This design comes from an exercise in tuning for small area, a short achievable clock period and few clock cycles per item on the open sky130 flow, not from production work.
Power figures rest on the tool's default switching activity, not on a simulated workload.

==> flow/design.v <==
`default_nettype none
package trit_dma_pkg;
    typedef logic [128-1:0] mword_t;
    typedef logic [28-1:0] maddr_t;
    typedef logic [32-1:0] sword_t;
    typedef logic [3-1:0] saddr_t;
    typedef logic [1:0] trit_t;
    typedef logic [2*27-1:0] trit_row_t;
    typedef logic [63:0] tick_t;
    typedef enum logic [1:0] {
        IDLE,
        LOAD,
        STORE,
        DONE
    } seq_state_t;
endpackage
`default_nettype wire
`timescale 1ns/1ps
`default_nettype none
module read_master (
    input  wire [28-4:0] i_base,
    input  wire                   i_carry,
    output logic [28-4:0] o_addr
);
    assign o_addr = i_base + (28-3)'(i_carry);
endmodule
`default_nettype wire
`timescale 1ns/1ps
`default_nettype none
module trit_dma_top (
    input  wire                       i_clk,
    input  wire                       i_arst,
    output logic                      o_finish_int,
    input  wire                       i_slave_write,
    input  wire                       i_slave_read,
    input  trit_dma_pkg::saddr_t      i_slave_address,
    input  trit_dma_pkg::sword_t      i_slave_writedata,
    input  wire [32/8-1:0]   i_slave_byteenable,
    output trit_dma_pkg::sword_t      o_slave_readdata,
    output logic                      o_slave_waitrequest,
    output logic                      o_slave_readdatavalid,
    output trit_dma_pkg::maddr_t      o_master_address,
    output logic                      o_master_read,
    output logic                      o_master_write,
    output trit_dma_pkg::mword_t      o_master_writedata,
    output logic [16-1:0]      o_master_byteenable,
    input  wire                       i_master_waitrequest,
    input  trit_dma_pkg::mword_t      i_master_readdata,
    input  wire                       i_master_readdatavalid
);
    localparam int DEPTH = 2;           
    localparam int PTR_W = (DEPTH > 1) ? $clog2(DEPTH) : 1;
    localparam int NB    = 16;
    localparam int LASTW = 6 - 1;
    trit_dma_pkg::sword_t src_reg;
    trit_dma_pkg::sword_t dst_reg;
    trit_dma_pkg::tick_t  tick_cnt;
    logic                 busy;
    logic                 finish;
    logic                 first;      
    logic                 start;
    assign o_slave_waitrequest   = 1'b0;
    assign o_slave_readdatavalid = i_slave_read;
    assign o_finish_int          = finish;
    assign start = i_slave_write && (i_slave_address == 3'd0) &&
                   i_slave_byteenable[0] && i_slave_writedata[1];
    always_ff @(posedge i_clk or posedge i_arst) begin
        if (i_arst) begin
            src_reg <= '0;
            dst_reg <= '0;
        end else if (i_slave_write) begin
            for (int i = 0; i < 32/8; i++) begin
                if (i_slave_byteenable[i]) begin
                    if (i_slave_address == 3'd1) src_reg[8*i +: 8] <= i_slave_writedata[8*i +: 8];
                    if (i_slave_address == 3'd2) dst_reg[8*i +: 8] <= i_slave_writedata[8*i +: 8];
                end
            end
        end
    end
    always_ff @(posedge i_clk or posedge i_arst) begin
        if (i_arst) begin
            tick_cnt <= '0;
        end else if (start) begin
            tick_cnt <= '0;
        end else if (busy && !first) begin
            tick_cnt <= tick_cnt + 1'b1;
        end
    end
    always_comb begin
        case (i_slave_address)
            3'd0:      o_slave_readdata = {30'd0, busy, finish};
            3'd1:     o_slave_readdata = src_reg;
            3'd2:     o_slave_readdata = dst_reg;
            3'd3: o_slave_readdata = tick_cnt[31:0];
            3'd4: o_slave_readdata = tick_cnt[63:32];
            default:         o_slave_readdata = '0;
        endcase
    end
    logic [2:0]       rd_idx;     
    logic [2:0]       wr_idx;     
    logic [1:0]       avail;      
    logic [1:0]       cred;       
    logic             rd_q;
    logic             wr_q;
    logic             rd_acc;
    logic             wr_acc;
    logic             last_wr;
    logic [2:0]       rd_idx_n;
    logic [2:0]       wr_idx_n;
    logic [1:0]       avail_n;
    logic [1:0]       cred_n;
    logic             room_n;
    logic             rd_n;
    logic             wr_n;
    logic             byp;        
    logic             byp_ok;     
    logic             wr_cur;     
    logic             addr_wr;    
    logic [2:0]           addr_lo;    
    logic                 addr_cy;    
    logic [28-4:0] addr_hi_base;   
    logic [28-4:0] addr_hi;        
    assign o_master_read       = rd_q;
    assign byp                 = byp_ok && i_master_readdatavalid;
    assign wr_cur              = wr_q || byp;
    assign o_master_write      = wr_cur;
    assign rd_acc              = rd_q && !i_master_waitrequest;
    assign wr_acc              = wr_cur && !i_master_waitrequest;
    assign last_wr             = wr_acc && (wr_idx == 3'(LASTW));
    assign o_master_byteenable = {16{1'b1}};
    assign addr_hi_base        = addr_wr ? dst_reg[28-1:3] : src_reg[28-1:3];
    read_master hi_i (.i_base(addr_hi_base), .i_carry(addr_cy), .o_addr(addr_hi));
    assign o_master_address    = {addr_hi, addr_lo};
    assign rd_idx_n = rd_idx + 3'(rd_acc);
    assign wr_idx_n = wr_idx + 3'(wr_acc);
    assign avail_n  = avail + 2'(i_master_readdatavalid) - 2'(wr_acc);
    assign cred_n   = cred - 2'(rd_acc) + 2'(wr_acc);
    assign room_n   = (rd_idx_n != 3'(LASTW + 1)) && (cred_n != 2'd0);
    assign rd_n     = (rd_q && i_master_waitrequest) ||
                      (!(wr_cur && i_master_waitrequest) && room_n);
    assign wr_n     = (wr_cur && i_master_waitrequest) ||
                      (!(rd_q && i_master_waitrequest) && !room_n && (avail_n != 2'd0));
    always_ff @(posedge i_clk) begin
        addr_wr <= !start && !rd_n;
        if (start) begin
            {addr_cy, addr_lo} <= {1'b0, src_reg[2:0]};
        end else if (!rd_n) begin
            {addr_cy, addr_lo} <= {1'b0, dst_reg[2:0]} + {1'b0, wr_idx_n};
        end else begin
            {addr_cy, addr_lo} <= {1'b0, src_reg[2:0]} + {1'b0, rd_idx_n};
        end
    end
    always_ff @(posedge i_clk or posedge i_arst) begin
        if (i_arst) begin
            busy   <= 1'b0;
            finish <= 1'b0;
            first  <= 1'b0;
            rd_q   <= 1'b0;
            wr_q   <= 1'b0;
            rd_idx <= '0;
            wr_idx <= '0;
            avail  <= '0;
            cred   <= '0;
            byp_ok <= 1'b0;
        end else begin
            first <= start;
            if (start) begin
                busy   <= 1'b1;
                finish <= 1'b0;
                rd_q   <= 1'b1;
                wr_q   <= 1'b0;
                rd_idx <= '0;
                wr_idx <= '0;
                avail  <= '0;
                cred   <= 2'(DEPTH);
                byp_ok <= 1'b0;
            end else begin
                rd_idx <= rd_idx_n;
                wr_idx <= wr_idx_n;
                avail  <= avail_n;
                cred   <= cred_n;
                byp_ok <= busy && !last_wr && !rd_n && !wr_n && (avail_n == 2'd0);
                if (last_wr) begin
                    busy   <= 1'b0;
                    finish <= 1'b1;
                    rd_q   <= 1'b0;
                    wr_q   <= 1'b0;
                end else if (busy) begin
                    rd_q <= rd_n;
                    wr_q <= wr_n;
                end
            end
        end
    end
    logic [2*NB-1:0]  buf_q [DEPTH];
    logic [DEPTH-1:0] rx_sel;     
    logic [DEPTH-1:0] wr_sel;     
    logic             tail_ok;    
    always_ff @(posedge i_clk or posedge i_arst) begin
        if (i_arst) begin
            rx_sel  <= DEPTH'(1);
            wr_sel  <= DEPTH'(1);
            tail_ok <= 1'b1;
        end else if (start) begin
            rx_sel  <= DEPTH'(1);
            wr_sel  <= DEPTH'(1);
            tail_ok <= 1'b1;
        end else begin
            if (i_master_readdatavalid) rx_sel <= {rx_sel[DEPTH-2:0], rx_sel[DEPTH-1]};
            if (wr_acc) begin
                wr_sel  <= {wr_sel[DEPTH-2:0], wr_sel[DEPTH-1]};
                tail_ok <= (wr_idx != 3'(LASTW - 1));
            end
        end
    end
    always_ff @(posedge i_clk) begin
        for (int e = 0; e < DEPTH; e++) begin
            if (i_master_readdatavalid && rx_sel[e]) begin
                for (int j = 0; j < NB; j++) buf_q[e][2*j +: 2] <= i_master_readdata[8*j +: 2];
            end
        end
    end
    always_comb begin
        logic [1:0] t;
        for (int j = 0; j < NB; j++) begin
            t = '0;
            for (int e = 0; e < DEPTH; e++) begin
                if (wr_sel[e] && (j == 0 || e != (LASTW % DEPTH) || tail_ok)) t = t | buf_q[e][2*j +: 2];
            end
            if (byp_ok) t = (j == 0 || tail_ok) ? i_master_readdata[8*j +: 2] : 2'b00;
            o_master_writedata[8*j +: 8] = {{6{t[1]}}, t};
        end
    end
endmodule
`default_nettype wire
export LEC_CHECK = 0
export CAP_MARGIN = 20
export CORE_MARGIN = 2
export CORE_UTILIZATION = 65
export CTS_CLUSTER_DIAMETER = 100
export CTS_CLUSTER_SIZE = 25
export SETUP_SLACK_MARGIN = 2.0
export SLEW_MARGIN = 20
export SYNTH_HIERARCHICAL = 1
export TNS_END_PERCENT = 0
create_clock -name core_clock -period 5.0 [get_ports {i_clk}]
standard.sh (not shown) runs the stock make flow with config.mk's settings and CLKGATE_MAP_FILE= SYNTH_SCRIPT=/design/flow/synth_recipe.tcl, a recipe that flattens the netlist after the stock synthesis.
==> flow/flow/run.sh <==
#!/bin/bash
set -euo pipefail
cd "$(dirname "$0")/.."
bash standard.sh BUFFER_PORTS_ARGS="-buffer_cell sky130_fd_sc_hd__buf_1" finish > standard_flow.log 2>&1
Next try:
--- a/flow/design.v
+++ b/flow/design.v
@@ -46,11 +46,11 @@
     output logic [16-1:0]      o_master_byteenable,
     input  wire                       i_master_waitrequest,
     input  trit_dma_pkg::mword_t      i_master_readdata,
     input  wire                       i_master_readdatavalid
 );
-    localparam int DEPTH = 2;           
+    localparam int DEPTH = 3;           
     localparam int PTR_W = (DEPTH > 1) ? $clog2(DEPTH) : 1;
     localparam int NB    = 16;
     localparam int LASTW = 6 - 1;
     trit_dma_pkg::sword_t src_reg;
     trit_dma_pkg::sword_t dst_reg;
@@ -78,13 +78,13 @@
         end
     end
     always_ff @(posedge i_clk or posedge i_arst) begin
         if (i_arst) begin
             tick_cnt <= '0;
-        end else if (start) begin
+        end else if (first) begin
             tick_cnt <= '0;
-        end else if (busy && !first) begin
+        end else if (busy) begin
             tick_cnt <= tick_cnt + 1'b1;
         end
     end
     always_comb begin
         case (i_slave_address)
@@ -116,23 +116,23 @@
     logic             byp_ok;     
     logic             wr_cur;     
     logic             addr_wr;    
     logic [2:0]           addr_lo;    
     logic                 addr_cy;    
-    logic [28-4:0] addr_hi_base;   
-    logic [28-4:0] addr_hi;        
+    logic [28-4:0] addr_hi_src;
+    logic [28-4:0] addr_hi_dst;
     assign o_master_read       = rd_q;
     assign byp                 = byp_ok && i_master_readdatavalid;
     assign wr_cur              = wr_q || byp;
     assign o_master_write      = wr_cur;
     assign rd_acc              = rd_q && !i_master_waitrequest;
     assign wr_acc              = wr_cur && !i_master_waitrequest;
     assign last_wr             = wr_acc && (wr_idx == 3'(LASTW));
     assign o_master_byteenable = {16{1'b1}};
-    assign addr_hi_base        = addr_wr ? dst_reg[28-1:3] : src_reg[28-1:3];
-    read_master hi_i (.i_base(addr_hi_base), .i_carry(addr_cy), .o_addr(addr_hi));
-    assign o_master_address    = {addr_hi, addr_lo};
+    read_master src_hi_i (.i_base(src_reg[28-1:3]), .i_carry(addr_cy), .o_addr(addr_hi_src));
+    read_master dst_hi_i (.i_base(dst_reg[28-1:3]), .i_carry(addr_cy), .o_addr(addr_hi_dst));
+    assign o_master_address    = {addr_wr ? addr_hi_dst : addr_hi_src, addr_lo};
     assign rd_idx_n = rd_idx + 3'(rd_acc);
     assign wr_idx_n = wr_idx + 3'(wr_acc);
     assign avail_n  = avail + 2'(i_master_readdatavalid) - 2'(wr_acc);
     assign cred_n   = cred - 2'(rd_acc) + 2'(wr_acc);
     assign room_n   = (rd_idx_n != 3'(LASTW + 1)) && (cred_n != 2'd0);
Routed wire length increases by 21%; sequential power increases by 9.9%; design area increases by 16%; via count increases by 17%; die area increases by 15%; count of clock-buffer cells in the layout increases by 4; worst hold slack got worse by 0.055 ns; synthesized area increases by 16%; register-to-register slack improved by 0.19 ns; non-clock buffer count increases by 3; global-route usage increases by 1.7 points.
Function was not checked in any run of this note: the RTL went through the layout flow alone.

[port drivers added, routing unchanged]
The flow's constraints put no driver on any port. The routed layouts listed below were extracted and timed again, unchanged, in two steps. Step 1 assumes that a clkbuf_16 drives the clock port and a buf_2 every other input. Step 2 adds t to the input delays and takes it off the output delays; t is the mean of the earliest and latest rising clock arrival at the registers after step 1. Input paths then give back, and output paths get back, about the clock's delay inside the block. a / b / c = ideal / step 1 / step 2; a / b = the first two.
| run | shift t [ns] | setup slack, ns | hold slack, ns |
|---|---|---|---|
| the first run | 0.517 | 1.625 / 1.578 / 1.346 | 0.518 / 0.518 / 0.518 |
| the second run | 0.526 | 1.661 / 1.615 / 1.265 | 0.464 / 0.436 / 0.519 |
After both steps setup and hold are still met in every run listed. The setup slack of the second run, which loses most, moves by -0.046 ns with the drivers and by -0.396 ns with both steps.
